From an optimization exercise on the open Yosys and OpenROAD flow, aimed at small area and few clock cycles per item; shortcuts taken in it are not production practice.
In this exercise RTL edits were held to simulation tests only and were not proved equivalent to the original.
Power figures rest on the tool's default switching activity, not on a simulated workload.

==> design/flow/design.v <==
`default_nettype none
package foc_pkg;
    localparam int Q15_W      = 16;
    localparam int Q15_FRAC   = 15;
    localparam int PROD_W     = 2 * Q15_W;
    localparam int SUM_W      = PROD_W + 1;
    localparam int LUT_AW_MAX = 6;
    localparam logic signed [Q15_W-1:0] Q15_MAX   = 16'sh7FFF;
    localparam logic signed [Q15_W-1:0] Q15_MIN   = 16'sh8000;
    localparam logic        [Q15_W-1:0] ROUND_Q15 = 16'h4000;
    typedef enum logic [1:0] {
        QUAD_I   = 2'd0,
        QUAD_II  = 2'd1,
        QUAD_III = 2'd2,
        QUAD_IV  = 2'd3
    } quad_t;
endpackage
`default_nettype wire
`default_nettype none
import foc_pkg::*;
module park_sincos_lut
#(
    parameter int LUT_AW = 6
)
(
    input  logic                    clk,
    input  logic                    rst,
    input  logic                    en,
    input  logic [1:0]              sin_quad,
    input  logic [LUT_AW-1:0]       sin_idx,
    input  logic [1:0]              cos_quad,
    input  logic [LUT_AW-1:0]       cos_idx,
    output logic signed [Q15_W-1:0] sin_q15,
    output logic signed [Q15_W-1:0] cos_q15
);
    localparam int N         = 1 << LUT_AW;
    localparam int STRIDE_SH = LUT_AW_MAX - LUT_AW;
    logic signed [Q15_W-1:0] r_sin;
    logic signed [Q15_W-1:0] r_cos;
    function automatic logic [14:0] sin_q15_table(input logic [LUT_AW_MAX:0] k);
        logic [14:0] t;
        t = '0;
        case (k)
            7'd0:  t = 15'd0;     7'd1:  t = 15'd804;   7'd2:  t = 15'd1608;  7'd3:  t = 15'd2410;
            7'd4:  t = 15'd3212;  7'd5:  t = 15'd4011;  7'd6:  t = 15'd4808;  7'd7:  t = 15'd5602;
            7'd8:  t = 15'd6393;  7'd9:  t = 15'd7179;  7'd10: t = 15'd7962;  7'd11: t = 15'd8739;
            7'd12: t = 15'd9512;  7'd13: t = 15'd10278; 7'd14: t = 15'd11039; 7'd15: t = 15'd11793;
            7'd16: t = 15'd12539; 7'd17: t = 15'd13279; 7'd18: t = 15'd14010; 7'd19: t = 15'd14732;
            7'd20: t = 15'd15446; 7'd21: t = 15'd16151; 7'd22: t = 15'd16846; 7'd23: t = 15'd17530;
            7'd24: t = 15'd18204; 7'd25: t = 15'd18868; 7'd26: t = 15'd19519; 7'd27: t = 15'd20159;
            7'd28: t = 15'd20787; 7'd29: t = 15'd21403; 7'd30: t = 15'd22005; 7'd31: t = 15'd22594;
            7'd32: t = 15'd23170; 7'd33: t = 15'd23731; 7'd34: t = 15'd24279; 7'd35: t = 15'd24811;
            7'd36: t = 15'd25329; 7'd37: t = 15'd25832; 7'd38: t = 15'd26319; 7'd39: t = 15'd26790;
            7'd40: t = 15'd27245; 7'd41: t = 15'd27683; 7'd42: t = 15'd28105; 7'd43: t = 15'd28510;
            7'd44: t = 15'd28898; 7'd45: t = 15'd29268; 7'd46: t = 15'd29621; 7'd47: t = 15'd29956;
            7'd48: t = 15'd30273; 7'd49: t = 15'd30571; 7'd50: t = 15'd30852; 7'd51: t = 15'd31113;
            7'd52: t = 15'd31356; 7'd53: t = 15'd31580; 7'd54: t = 15'd31785; 7'd55: t = 15'd31971;
            7'd56: t = 15'd32137; 7'd57: t = 15'd32285; 7'd58: t = 15'd32412; 7'd59: t = 15'd32521;
            7'd60: t = 15'd32609; 7'd61: t = 15'd32678; 7'd62: t = 15'd32728; 7'd63: t = 15'd32757;
            7'd64: t = 15'd32767;
            default: t = 15'd0;
        endcase
        sin_q15_table = t;
    endfunction
    function automatic logic signed [Q15_W-1:0] lookup(input logic [1:0] quad,
                                                       input logic [LUT_AW-1:0] idx);
        logic [LUT_AW:0]         k;
        logic [LUT_AW_MAX:0]     k64;
        logic signed [Q15_W-1:0] mag;
        if (quad == QUAD_II || quad == QUAD_IV) begin
            k = (LUT_AW+1)'(N) - {1'b0, idx};
        end else begin
            k = {1'b0, idx};
        end
        k64 = (LUT_AW_MAX+1)'(k) << STRIDE_SH;
        mag = signed'({1'b0, sin_q15_table(k64)});
        lookup = (quad == QUAD_III || quad == QUAD_IV) ? -mag : mag;
    endfunction
    always_ff @(posedge clk) begin
        if (rst) begin
            r_sin <= '0;
            r_cos <= '0;
        end else if (en) begin
            r_sin <= lookup(sin_quad, sin_idx);
            r_cos <= lookup(cos_quad, cos_idx);
        end
    end
    assign sin_q15 = r_sin;
    assign cos_q15 = r_cos;
endmodule
`default_nettype wire
`default_nettype none
import foc_pkg::*;
module park_transform_pipe
#(
    parameter int LUT_AW = 6,
    parameter int DW     = 16
)
(
    input  logic                 clk,
    input  logic                 rst,
    input  logic                 in_valid,
    output logic                 in_ready,
    input  logic signed [DW-1:0] i_alpha,
    input  logic signed [DW-1:0] i_beta,
    input  logic [15:0]          theta,
    output logic                 out_valid,
    input  logic                 out_ready,
    output logic signed [DW-1:0] i_d,
    output logic signed [DW-1:0] i_q
);
    localparam int IDX_LSB = 14 - LUT_AW;
    logic                    w_stall;
    logic                    w_en;
    logic [15:0]             w_theta_cos;
    logic                    r1_valid;
    logic signed [DW-1:0]    r1_alpha, r1_beta;
    logic [1:0]              r1_sin_quad, r1_cos_quad;
    logic [LUT_AW-1:0]       r1_sin_idx, r1_cos_idx;
    logic                    r2_valid;
    logic signed [DW-1:0]    r2_alpha, r2_beta;
    logic signed [Q15_W-1:0] w_sin, w_cos;
    logic                    r3_valid;
    logic signed [PROD_W-1:0] r3_p_ac, r3_p_bs, r3_p_as, r3_p_bc;
    logic signed [SUM_W-1:0] w_sum_d, w_sum_q, w_rnd_d, w_rnd_q, w_shr_d, w_shr_q;
    logic signed [Q15_W-1:0] w_lim_d, w_lim_q;
    logic                    r4_valid;
    logic signed [DW-1:0]    r4_d, r4_q;
    logic                    w_unused;
    assign w_stall     = r4_valid & ~out_ready;
    assign w_en        = ~w_stall;
    assign in_ready    = w_en;
    assign w_theta_cos = theta + 16'h4000;
    always_ff @(posedge clk) begin
        if (rst) begin
            r1_valid    <= 1'b0;
            r1_alpha    <= '0;
            r1_beta     <= '0;
            r1_sin_quad <= QUAD_I;
            r1_cos_quad <= QUAD_I;
            r1_sin_idx  <= '0;
            r1_cos_idx  <= '0;
        end else if (w_en) begin
            r1_valid    <= in_valid;
            r1_alpha    <= i_alpha;
            r1_beta     <= i_beta;
            r1_sin_quad <= (theta[15:14]);
            r1_cos_quad <= (w_theta_cos[15:14]);
            r1_sin_idx  <= theta[13:IDX_LSB];
            r1_cos_idx  <= w_theta_cos[13:IDX_LSB];
        end
    end
    park_sincos_lut #(
        .LUT_AW (LUT_AW)
    ) u_lut (
        .clk      (clk),
        .rst      (rst),
        .en       (w_en),
        .sin_quad (r1_sin_quad),
        .sin_idx  (r1_sin_idx),
        .cos_quad (r1_cos_quad),
        .cos_idx  (r1_cos_idx),
        .sin_q15  (w_sin),
        .cos_q15  (w_cos)
    );
    always_ff @(posedge clk) begin
        if (rst) begin
            r2_valid <= 1'b0;
            r2_alpha <= '0;
            r2_beta  <= '0;
        end else if (w_en) begin
            r2_valid <= r1_valid;
            r2_alpha <= r1_alpha;
            r2_beta  <= r1_beta;
        end
    end
    always_ff @(posedge clk) begin
        if (rst) begin
            r3_valid <= 1'b0;
            r3_p_ac  <= '0;
            r3_p_bs  <= '0;
            r3_p_as  <= '0;
            r3_p_bc  <= '0;
        end else if (w_en) begin
            r3_valid <= r2_valid;
            r3_p_ac  <= PROD_W'(r2_alpha) * PROD_W'(w_cos);
            r3_p_bs  <= PROD_W'(r2_beta)  * PROD_W'(w_sin);
            r3_p_as  <= PROD_W'(r2_alpha) * PROD_W'(w_sin);
            r3_p_bc  <= PROD_W'(r2_beta)  * PROD_W'(w_cos);
        end
    end
    always_comb begin
        w_sum_d = SUM_W'(r3_p_ac) + SUM_W'(r3_p_bs);
        w_sum_q = SUM_W'(r3_p_bc) - SUM_W'(r3_p_as);
        w_rnd_d = w_sum_d + SUM_W'(ROUND_Q15);
        w_rnd_q = w_sum_q + SUM_W'(ROUND_Q15);
        w_shr_d = w_rnd_d >>> Q15_FRAC;
        w_shr_q = w_rnd_q >>> Q15_FRAC;
    end
    assign w_lim_d  = w_shr_d[Q15_W-1:0];
    assign w_lim_q  = w_shr_q[Q15_W-1:0];
    assign w_unused = ^{theta[IDX_LSB-1:0], w_theta_cos[IDX_LSB-1:0],
                        w_shr_d[SUM_W-1:Q15_W], w_shr_q[SUM_W-1:Q15_W]};
    always_ff @(posedge clk) begin
        if (rst) begin
            r4_valid <= 1'b0;
            r4_d     <= '0;
            r4_q     <= '0;
        end else if (w_en) begin
            r4_valid <= r3_valid;
            r4_d     <= w_lim_d;
            r4_q     <= w_lim_q;
        end
    end
    assign out_valid = r4_valid;
    assign i_d       = r4_d;
    assign i_q       = r4_q;
endmodule
`default_nettype wire
==> design/flow/run.sh <==
#!/bin/bash
# synth_recipe.tcl (not shown) runs the flow's synth.tcl, then flattens the netlist and writes it again
# the make line also repeats each setting of config.mk as NAME=value (left out here)
make -C /OpenROAD-flow-scripts/flow DESIGN_CONFIG=/design/flow/config.mk WORK_HOME=/design/flow/orfs CLKGATE_MAP_FILE= SYNTH_SCRIPT=/design/flow/synth_recipe.tcl finish
==> design/flow/config.mk <==
export PLATFORM = sky130hd
export DESIGN_NAME = park_transform_pipe
export DESIGN_NICKNAME = park_transform_pipe
export VERILOG_FILES = /design/flow/design.v
export SDC_FILE = /design/flow/constraint.sdc
export NUM_CORES = 4
export LEC_CHECK = 0
export CAP_MARGIN = 20
export CORE_MARGIN = 2
export CORE_UTILIZATION = 40
export SLEW_MARGIN = 20
==> design/flow/constraint.sdc <==
create_clock -name core_clock -period 8.0 [get_ports {clk}]
set_input_delay 1.6000 -clock core_clock [delete_from_list [all_inputs] [get_ports {clk}]]
set_output_delay 1.6000 -clock core_clock [all_outputs]
set_load 0.01 [all_outputs]
==> impl_metrics.ini <==
[layout]
final_area_um2 = 59200
final_core_utilization_pct = 43.2
multi_input_area_um2 = 43700
areaGrowthSynthToFinish_pct = 7.69
drive_gt1_share_pct = 4.46
final-seq-area_um2 = 5330
nFillCells = 13700
nets = 7885
n_antenna_cell = 0

[synthesis]
yosysSeqAreaShare_pct = 9.69
synth_compound_area_share_pct = 10.8
synth_seq_cells = 266
yosys.area_share.xor_xnor_pct = 3.44
synth_top_family_by_area = adder cells
muxShareOfSynthArea_pct = 0.524
syn_inst = 6447
yosysWarnings = 2
synth_ff_type = dfxtp_1
yosys-top-cells-area = fa_1, ha_1, dfxtp_1
synth-edff-count = 0
yosys.area.top_type = fa_1
postSynthNetCount = 7977
netlist_top_cells_count = inv_1, fa_1, nand2_1, and2_1, ha_1
syn_area_um2 = 55000
syn_area_per_cell_um2 = 8.53
synth.top_cell.area_share_pct = 37.3
yosys.cell_count.top_type = inv_1
synth_cell_types = 104
synthSimpleGateAreaFrac_pct = 17.0
async_flop_share_pct = 0
synthAdderAreaFrac_pct = 47.6

[critical_path]
crit_type = flop to flop
path_buf_inv = 5
cp.arrival_ps = 8000
cp_common_cell = fa_1
crit_chain = buf_4 > nand2_1 > fa_1 > inv_1 > fa_1 > fa_1 > fa_1 > fa_1 > inv_1 > fa_1 > inv_1 > ha_1 > a211oi_1 > o21ai_0 > or4b_2 > o21ai_0 > buf_4 > a21oi_1 > a211o_1 > a21oi_1 > o21ai_0 > xnor2_1 > a211oi_1
crit_required_ps = 8500
end_kind = flop
critPathMaxStageDelay_ps = 730
startpoint_type = flop
critPathSlowestCell = or4b_2
path_delay_family = adder cells
timing.critical_path.fanout_max = 28

[grt]
overflow = 0
grt_pass1_wl_mm = 253
grt_util_all_layers_pct = 22.9
grt_pass1_vias = 44200
grt_antenna_before_repair = 2
grt_start_max_net_pins = 163

[die]
initial_utilization_pct = 40.1
die-area_um2 = 140000
die_y_um = 375
io_pins = 86
core_um2 = 137000
die_w_um = 375
rows = 136

[clock_network]
clk_pin_slew_worst_paths_ps = 60
cts_buffers = 38
cts_tree = done
cts_hold_buf = 0
insertion_delay_ps = 610
root_buffer = clkbuf_16
h-tree-depth = 2
postCtsSetupBuffers = 0
cts_resized = 0
clkSinkCount = 266
clock_path_buffers = 3

[sta]
finalSetupViolations = 0
tns_ps = 0
clock_skew_ps = 36.7
holdWs_ps = 447
post-route-period-util_pct = 93.8
hold_viol_final = 0
fmax_mhz = 133
relSlewSlack_pct = 27.2
rsz0062_at_grt = false
worstMarginPinSlew_ps = 1090
slew_viol_final = 0
fin_crit_ps = 7510

[drt]
drt_wl_total_mm = 158
wl_met1_mm = 68.7
route.met3.wl_mm = 9.10
top_layer_used = met4
ant_nets = 0
drt-wirelength-per-cell_um = 19.4
route.met2.wl_mm = 74.5
dr.pass1.iters = 5
first_iter_violations = 2977
vias_per_cell = 5.29
drc_errors = 0
dr_total_vias = 43300

[placement]
place_area_um2 = 57900
gp_congestion = 0.903
place_hpwl_mm = 125
io_buffers = 77

[run]
max_cap_violations = 0

[pwr]
p_int_w = 0.00541
vdd_drop_max_mv = 0.157
power_frac_comb_pct = 64.7
p_clk_share_pct = 16.8
power.leakage_nw = 29.2
powerDensity_nw_per_um2 = 180
p_sw_w = 0.00526
p_seq_share_pct = 18.6
power.share.switching_pct = 49.3

[min_path]
hold_path_class = flop to flop

[status]
outcome = no timing/DRC/antenna violations
-- layout by cell type (no fill, tap or decap), types with 24 or more instances in the layout --
cell / netlist / final
a211oi_1: 67 / 67
a21o_1: 79 / 79
a21oi_1: 332 / 332
a31oi_1: 32 / 32
and2_1: 479 / 479
buf_4: 5 / 147
clkbuf_16: 0 / 39
clkdlybuf4s50_1: 0 / 76
dfxtp_1: 266 / 264
fa_1: 1024 / 1024
ha_1: 454 / 453
inv_1: 1197 / 1197
nand2_1: 990 / 990
nand2b_1: 45 / 44
nand3_1: 56 / 56
nor2_1: 216 / 215
nor2b_1: 31 / 29
nor3_1: 40 / 40
o21a_1: 24 / 24
o21ai_0: 148 / 148
xnor2_1: 134 / 132
xor2_1: 82 / 82
-- state kept, by name, summed over array words and instances (netlist names), 2 cells and up --
signal / cells
r4_d: 16
r1_cos_quad: 2
u_lut.r_sin: 16
r1_sin_quad: 2
r4_q: 16
r1_beta: 16
r3_p_bc: 31
r2_beta: 16
r2_alpha: 16
r3_p_bs: 31
r1_alpha: 16
r3_p_ac: 31
r1_cos_idx: 6
u_lut.r_cos: 16
r3_p_as: 31
-- per-stage QoR --
stage	setup slack (ps)	total power (W)	instances
finish	492	0.0107	8179
global route	306	0.0116	8179
CTS	661	0.0107	8179
detailed placement	705	0.00887	8109
global placement	761	0.00878	8109
floorplan	1520	0.00661	6447
-- layer usage --
| layer | vias up | GRT usage (%) |
|---|---|---|
| met4 | 0 | 7.69 |
| met3 | 259 | 3.09 |
| li1 | 19800 | - |
| met5 | - | 0 |
| met1 | 22000 | 31.2 |
| met2 | 1201 | 37.4 |
-- power groups by stage --
stage / Combinational [W] / Sequential (W) / Clock, W
after floorplan: 0.00477 / 0.00184 / 0
after global placement: 0.00678 / 0.00199 / 0
after detailed placement: 0.00688 / 0.00200 / 0
after CTS: 0.00694 / 0.00197 / 0.00183
after global routing: 0.00771 / 0.00201 / 0.00188
final: 0.00690 / 0.00198 / 0.00179
-- path summary, 6_finish.rpt --
path	start	to	slack (ps)	depth (start not counted)
worst max-delay path	r2_alpha[2]	r3_p_ac[30]	490	23
worst min-delay path	r1_alpha[10]	r2_alpha[10]	450	2
worst max register to register	r2_alpha[2]	r3_p_ac[30]	490	23
worst min register to register	r1_alpha[10]	r2_alpha[10]	450	2
-- worst register-to-register path, stage by stage, from the launching register on --
cell      delay, ps
dfxtp_1         470
buf_4           450
nand2_1         150
fa_1            380
inv_1            80
fa_1            440
fa_1            610
fa_1            450
fa_1            500
inv_1            50
fa_1            500
inv_1            50
ha_1            280
a211oi_1        430
o21ai_0         150
or4b_2          730
o21ai_0         320
buf_4           200
a21oi_1         140
a211o_1         340
a21oi_1         180
o21ai_0         140
xnor2_1         150
a211oi_1        210
-- kinds of logic after synthesis --
logic type	Yosys count
AND/OR/NAND/NOR	1973
buffers and inverters	1570
adder cells (fa/ha/maj)	1479
AO/OA/AOI/OAI	917
flip-flops	266
XOR/XNOR	216
multiplexers	26
-- layout make-up --
cell class	count	area share, %
clock buffer	52	1.87
clock inverter	18	0.338
inverter	1203	7.64
multi-input combinational	4611	73.8
sequential	266	9.00
tap	1794	3.79
timing repair buffer	235	3.54
Testbench counts, summed over its fixed seeds: cycles 8,032, items 8,000.

-- separate check: timing with driven ports --
The flow's constraints put no driver on any port. The routed layout listed below was extracted and timed again, unchanged, in two steps. Step 1 assumes that a clkbuf_16 drives the clock port and a buf_2 every other input. Step 2, shift: input delay + t, output delay - t, t = (earliest + latest rising clock arrival at the registers) / 2. This alone moves slack from input paths to output paths. a / b / c = ideal ports / drivers / drivers and shift; a / b = the first two.
t (ns): 0.655
setup slack, ns: 0.492 / 0.492 / 0.492
clock arrival spread, ns: 0.037 / 0.037
cell pins on the clock port's net: 1
After both steps setup and hold are still met in this run. The setup slack of this run moves by 0.000 ns with the drivers and by 0.000 ns with both steps.
